This design comes from an exercise in tuning for small area and a short achievable clock period on the open sky130 flow, not from production work.
At most, simulation tests tie the RTL to the original design; equivalence was not proved.
Power and IR drop assume default switching activity.

## v6
Design cpu_alu, start of the top module:
module cpu_alu #(
    parameter int WIDTH = pkg_cpu_alu::ALU_WIDTH
) (
    input  logic             clk,
    input  logic             rst,
    input  logic             in_valid,
    input  logic [WIDTH-1:0] a,
    input  logic [WIDTH-1:0] b,
    input  logic [3:0]       oper,
    input  logic [3:0]       flags_in,
    output logic             out_valid,
    output logic [WIDTH-1:0] result,
    output logic [3:0]       flags_out
);
Size: roughly 2400 cells after synthesis, ~36 flip-flops, roughly 110 I/O pins, roughly 20000 sq um of cells after synthesis.
Settings: LEC_CHECK=0, CAP_MARGIN=20, CORE_MARGIN=2, CORE_UTILIZATION=55, SETUP_SLACK_MARGIN=3.3, SLEW_MARGIN=20, SYNTH_HIERARCHICAL=1; clock period 11.0 ns.
standard.sh (not shown) runs the stock make flow with config.mk's settings and CLKGATE_MAP_FILE= SYNTH_SCRIPT=/design/flow/synth_recipe.tcl, a recipe that flattens the netlist after the stock synthesis.
==> flow/flow/run.sh <==
#!/bin/bash
# Standard layout, except that the port buffers are plain buf_2 cells instead of the
# resizer's default choice.
set -e
export BUFFER_PORTS_ARGS="-buffer_cell sky130_fd_sc_hd__buf_2"
bash standard.sh > standard.log 2>&1
Setup changes, v6 to v7
==> flow/flow/run.sh <==
#!/bin/bash
# Standard layout, except that the port buffers are plain buf_2 cells instead of the
# resizer's default choice, and synthesis maps each module for a light output load, so that
# the one-gate modules get minimum-size cells (the resizer upsizes what timing needs).
set -e
export BUFFER_PORTS_ARGS="-buffer_cell sky130_fd_sc_hd__buf_2"
bash standard.sh finish ABC_LOAD_IN_FF=1 > standard.log 2>&1
diff --git a/flow/config.mk b/flow/config.mk
--- a/flow/config.mk
+++ b/flow/config.mk
@@ -9,3 +9,3 @@
 export CORE_MARGIN = 2
-export CORE_UTILIZATION = 55
+export CORE_UTILIZATION = 60
 export SETUP_SLACK_MARGIN = 3.3
[summary]
Die: v7 smaller than v6. The post-detailed-placement cell area number comes out lower for v7 vs v6. v7 and v6 ended up with nearly the same proportion of power drawn by the clock network. [compare] base=v6 new=v7: total detailed-routing wirelength -about 6%; xor/xnor cell area share of the yosys netlist +0.41 points; sequential share of power +0.2 points.
No functional check of the RTL was part of any run of this note.

cpu_alu, a different RTL version from the one above (not shown whole).
For scale: ~2500 cells after synthesis, roughly 110 I/O pins, ~20000 µm² of cells after synthesis.
clock: 11.0 ns
lec_check: 0
cap_margin: 20
core_margin: 2
core_utilization: 60
setup_slack_margin: 2
slew_margin: 20
synth_hierarchical: 1
==> flow/flow/run.sh <==
#!/bin/bash
# Standard layout, except that the port buffers are plain buf_2 cells instead of the
# resizer's default choice.
set -e
export BUFFER_PORTS_ARGS="-buffer_cell sky130_fd_sc_hd__buf_2"
bash standard.sh > standard.log 2>&1
The starting point finished with timing, DRC and antenna clean.
Rerun with:
--- a/flow/config.mk
+++ b/flow/config.mk
@@ -10,3 +10,3 @@
 export CORE_UTILIZATION = 60
-export SETUP_SLACK_MARGIN = 2
+export SETUP_SLACK_MARGIN = 5
 export SLEW_MARGIN = 20
- The new run went through all stages and came out clean
- total power increases by 29%
- utilization increases by 16 points
- global-route usage increases by 6.0 points
- synthesized area does not change
Rerun with:
--- a/flow/config.mk
+++ b/flow/config.mk
@@ -10,3 +10,3 @@
 export CORE_UTILIZATION = 60
-export SETUP_SLACK_MARGIN = 5
+export SETUP_SLACK_MARGIN = 4
 export SLEW_MARGIN = 20
Sequential share of layout area hardly moves. Combinational power goes down by 8.5%. Routed wire length decreases by 5.3%.

run 1:
Another version of the RTL of cpu_alu (not shown whole).
Size: roughly 2100 cells after synthesis, ~36 flip-flops, about 110 I/O pins.
Settings: LEC_CHECK=0, CAP_MARGIN=20, CORE_MARGIN=2, CORE_UTILIZATION=70, SETUP_SLACK_MARGIN=3.3, SLEW_MARGIN=20, SYNTH_HIERARCHICAL=1; clock period 11.0 ns.
Scripts as last shown in full above: flow/flow/run.sh
Run 1 completed every stage of the flow, and the final layout passed the timing, DRC and antenna checks.
[inputs] run 2 vs run 1
# run 1
export LEC_CHECK = 0
export CAP_MARGIN = 20
export CORE_MARGIN = 2
export CORE_UTILIZATION = 70
export SETUP_SLACK_MARGIN = 3.3
export SLEW_MARGIN = 20
export SYNTH_HIERARCHICAL = 1
create_clock -name core_clock -period 11.0 [get_ports {clk}]
# run 2
export LEC_CHECK = 0
export CAP_MARGIN = 20
export CORE_MARGIN = 2
export CORE_UTILIZATION = 60
export SETUP_SLACK_MARGIN = 3.3
export SLEW_MARGIN = 20
export SYNTH_HIERARCHICAL = 1
create_clock -name core_clock -period 11.0 [get_ports {clk}]
### Flow results
Between run 1 and run 2, the flow reports count of placed standard cells including taps increasing by a few percent. On number of post-CTS setup repair buffers: between run 1 and run 2, it ends up lower for run 1. Count of clock-buffer cells in the layout, run 1 and run 2: smaller value in run 1. Largest fanout of any net on the critical path: run 2 vs run 1 up 8.
For run 3, these inputs were changed with respect to run 2:
# run 2
export LEC_CHECK = 0
export CAP_MARGIN = 20
export CORE_MARGIN = 2
export CORE_UTILIZATION = 60
export SETUP_SLACK_MARGIN = 3.3
export SLEW_MARGIN = 20
export SYNTH_HIERARCHICAL = 1
create_clock -name core_clock -period 11.0 [get_ports {clk}]
# run 3
export LEC_CHECK = 0
export CAP_MARGIN = 20
export CORE_MARGIN = 2
export CORE_UTILIZATION = 65
export PLACE_DENSITY = 0.72
export SETUP_SLACK_MARGIN = 3.3
export SLEW_MARGIN = 20
export SYNTH_HIERARCHICAL = 1
create_clock -name core_clock -period 11.0 [get_ports {clk}]
--- outcome ---
- | die height | run 3 vs run 2 | 3.8% lower |
- Run 2 has a higher critical path depth than run 3.
- Part of the power in combinational logic | run 3 below run 2
- Against run 2, run 3 reports a non-clock buffer count that is higher.
- Cmp run 3 vs run 2: total power per unit cell area higher in run 3
- No stage failed in run 3, and the final checks on the layout all came back clean.
- Relative to run 2, routability congestion estimate from global placement increased by 2.6% in run 3.

north:
cpu_alu, a different RTL version from the one above (not shown whole).
For scale: roughly 2,400 cells after synthesis, roughly 110 I/O pins.
==> flow/config.mk <==
export PLATFORM = sky130hd
export DESIGN_NAME = cpu_alu
export DESIGN_NICKNAME = cpu_alu
export VERILOG_FILES = /design/flow/design.v
export SDC_FILE = /design/flow/constraint.sdc
export NUM_CORES = 4
export LEC_CHECK = 0
export CAP_MARGIN = 20
export CORE_MARGIN = 2
export CORE_UTILIZATION = 60
export SETUP_SLACK_MARGIN = 3.6
export SLEW_MARGIN = 20
export SYNTH_HIERARCHICAL = 1
==> flow/constraint.sdc <==
create_clock -name core_clock -period 11.0 [get_ports {clk}]
set_input_delay 2.2000 -clock core_clock [delete_from_list [all_inputs] [get_ports {clk}]]
set_output_delay 2.2000 -clock core_clock [all_outputs]
set_load 0.01 [all_outputs]
Scripts as last shown in full above: flow/flow/run.sh
Relative to north, the following input files were edited for south:
- a change of SETUP_SLACK_MARGIN from 3.6 to 3.2
## What came out
- Higher number of setup buffers added after CTS among north and south: north
- north completed end to end with timing, DRC and antenna clean.
- south: full flow OK, the timing, DRC and antenna checks passed
- The core of south is less densely filled than that of north.
- Summary of south over north: worst hold slack roughly the same; combinational power lower.
- Of north and south, the higher share of layout cells above drive strength 1 belongs to north.
Setup changes, south to east
- CORE_UTILIZATION: 60 -> 70
==> comparison <==
| power share of the clock group | east vs south | 0.3 points higher |. east: all stages complete, timing, DRC and antenna checks passed. Per the final summary, south finished and its layout is clean on timing, DRC and antenna. For clock transition at the register clock pins on the worst setup and hold paths after CTS, east and south come out practically identical. Relative to south, the internal portion of total power measured on east has increased by a few percent. Compared with south, east shows a number of buffers inserted by post-CTS setup repair that is 11 higher.
What west does differently from east at the input level:
- changing SETUP_SLACK_MARGIN from 3.2 to 3.4
- changing CORE_UTILIZATION from 70 to 60
## What came out
east -> west: synthesized cell count delta 0, exact match
In the flow results for west and east, the area growth from synthesis to layout is larger on west.
From east to west the numbers moved as follows: core utilization saw a decrease, sequential fraction of total cell area essentially unchanged.
Cmp west and east / routed wire length / lower: west
On time the worst path needs with I/O delays and setup: west sits below east.
west vs east — critical-path maximum fanout dropped 4.
east → west: global-route usage went down; count of nets after finishing went up; core outline area went up.

## static timing again, ports no longer ideal
No port has a modelled driver above. Below, the same layouts with a new extraction and two added sets of constraints.
Step 1 assumes that a clkbuf_16 drives the clock port and a buf_2 every other input.
Step 2 adds t to the input delays and takes it off the output delays; t is the mean of the earliest and latest rising clock arrival at the registers after step 1. Input paths then give back, and output paths get back, about the clock's delay inside the block.
Three values: ideal ports, drivers, drivers and shift; two values: the first two.
| run | t (ns) | setup WS [ns] | clock arrival spread, ns | worst slew at a driven data input, ns | cell pins on the clock port's net |
|---|---|---|---|---|---|
| v6 | 0.323 | 3.378 / 3.384 / 3.061 | 0.006 / 0.006 | 0.07 | 1 |
| v7 | 0.319 | 3.434 / 3.444 / 3.126 | 0.007 / 0.007 | 0.06 | 1 |
| the first run of note 2 | 0.339 | 2.310 / 2.330 / 1.991 | 0.008 / 0.008 | 0.06 | 1 |
| the second run of note 2 | 0.336 | 3.490 / 3.445 / 3.110 | 0.012 / 0.011 | 0.15 | 1 |
| the third run of note 2 | 0.328 | 3.552 / 3.492 / 3.165 | 0.010 / 0.009 | 0.19 | 1 |
| run 1 | 0.324 | 3.313 / 3.223 / 2.899 | 0.016 / 0.016 | 0.21 | 1 |
| run 2 | 0.336 | 3.452 / 3.456 / 3.120 | 0.016 / 0.015 | 0.06 | 1 |
| run 3 | 0.344 | 3.345 / 3.361 / 3.018 | 0.017 / 0.017 | 0.13 | 1 |
| north | 0.305 | 3.582 / 3.561 / 3.256 | 0.006 / 0.006 | 0.11 | 1 |
| south | 0.304 | 3.320 / 3.328 / 3.024 | 0.004 / 0.004 | 0.10 | 1 |
| east | 0.320 | 3.127 / 3.139 / 2.820 | 0.006 / 0.007 | 0.04 | 1 |
| west | 0.305 | 3.444 / 3.447 / 3.142 | 0.004 / 0.004 | 0.10 | 1 |
After both steps every run listed still meets setup and hold. For run 1, which loses most, drivers alone change the setup slack by -0.090 ns; drivers and shift together by -0.414 ns.
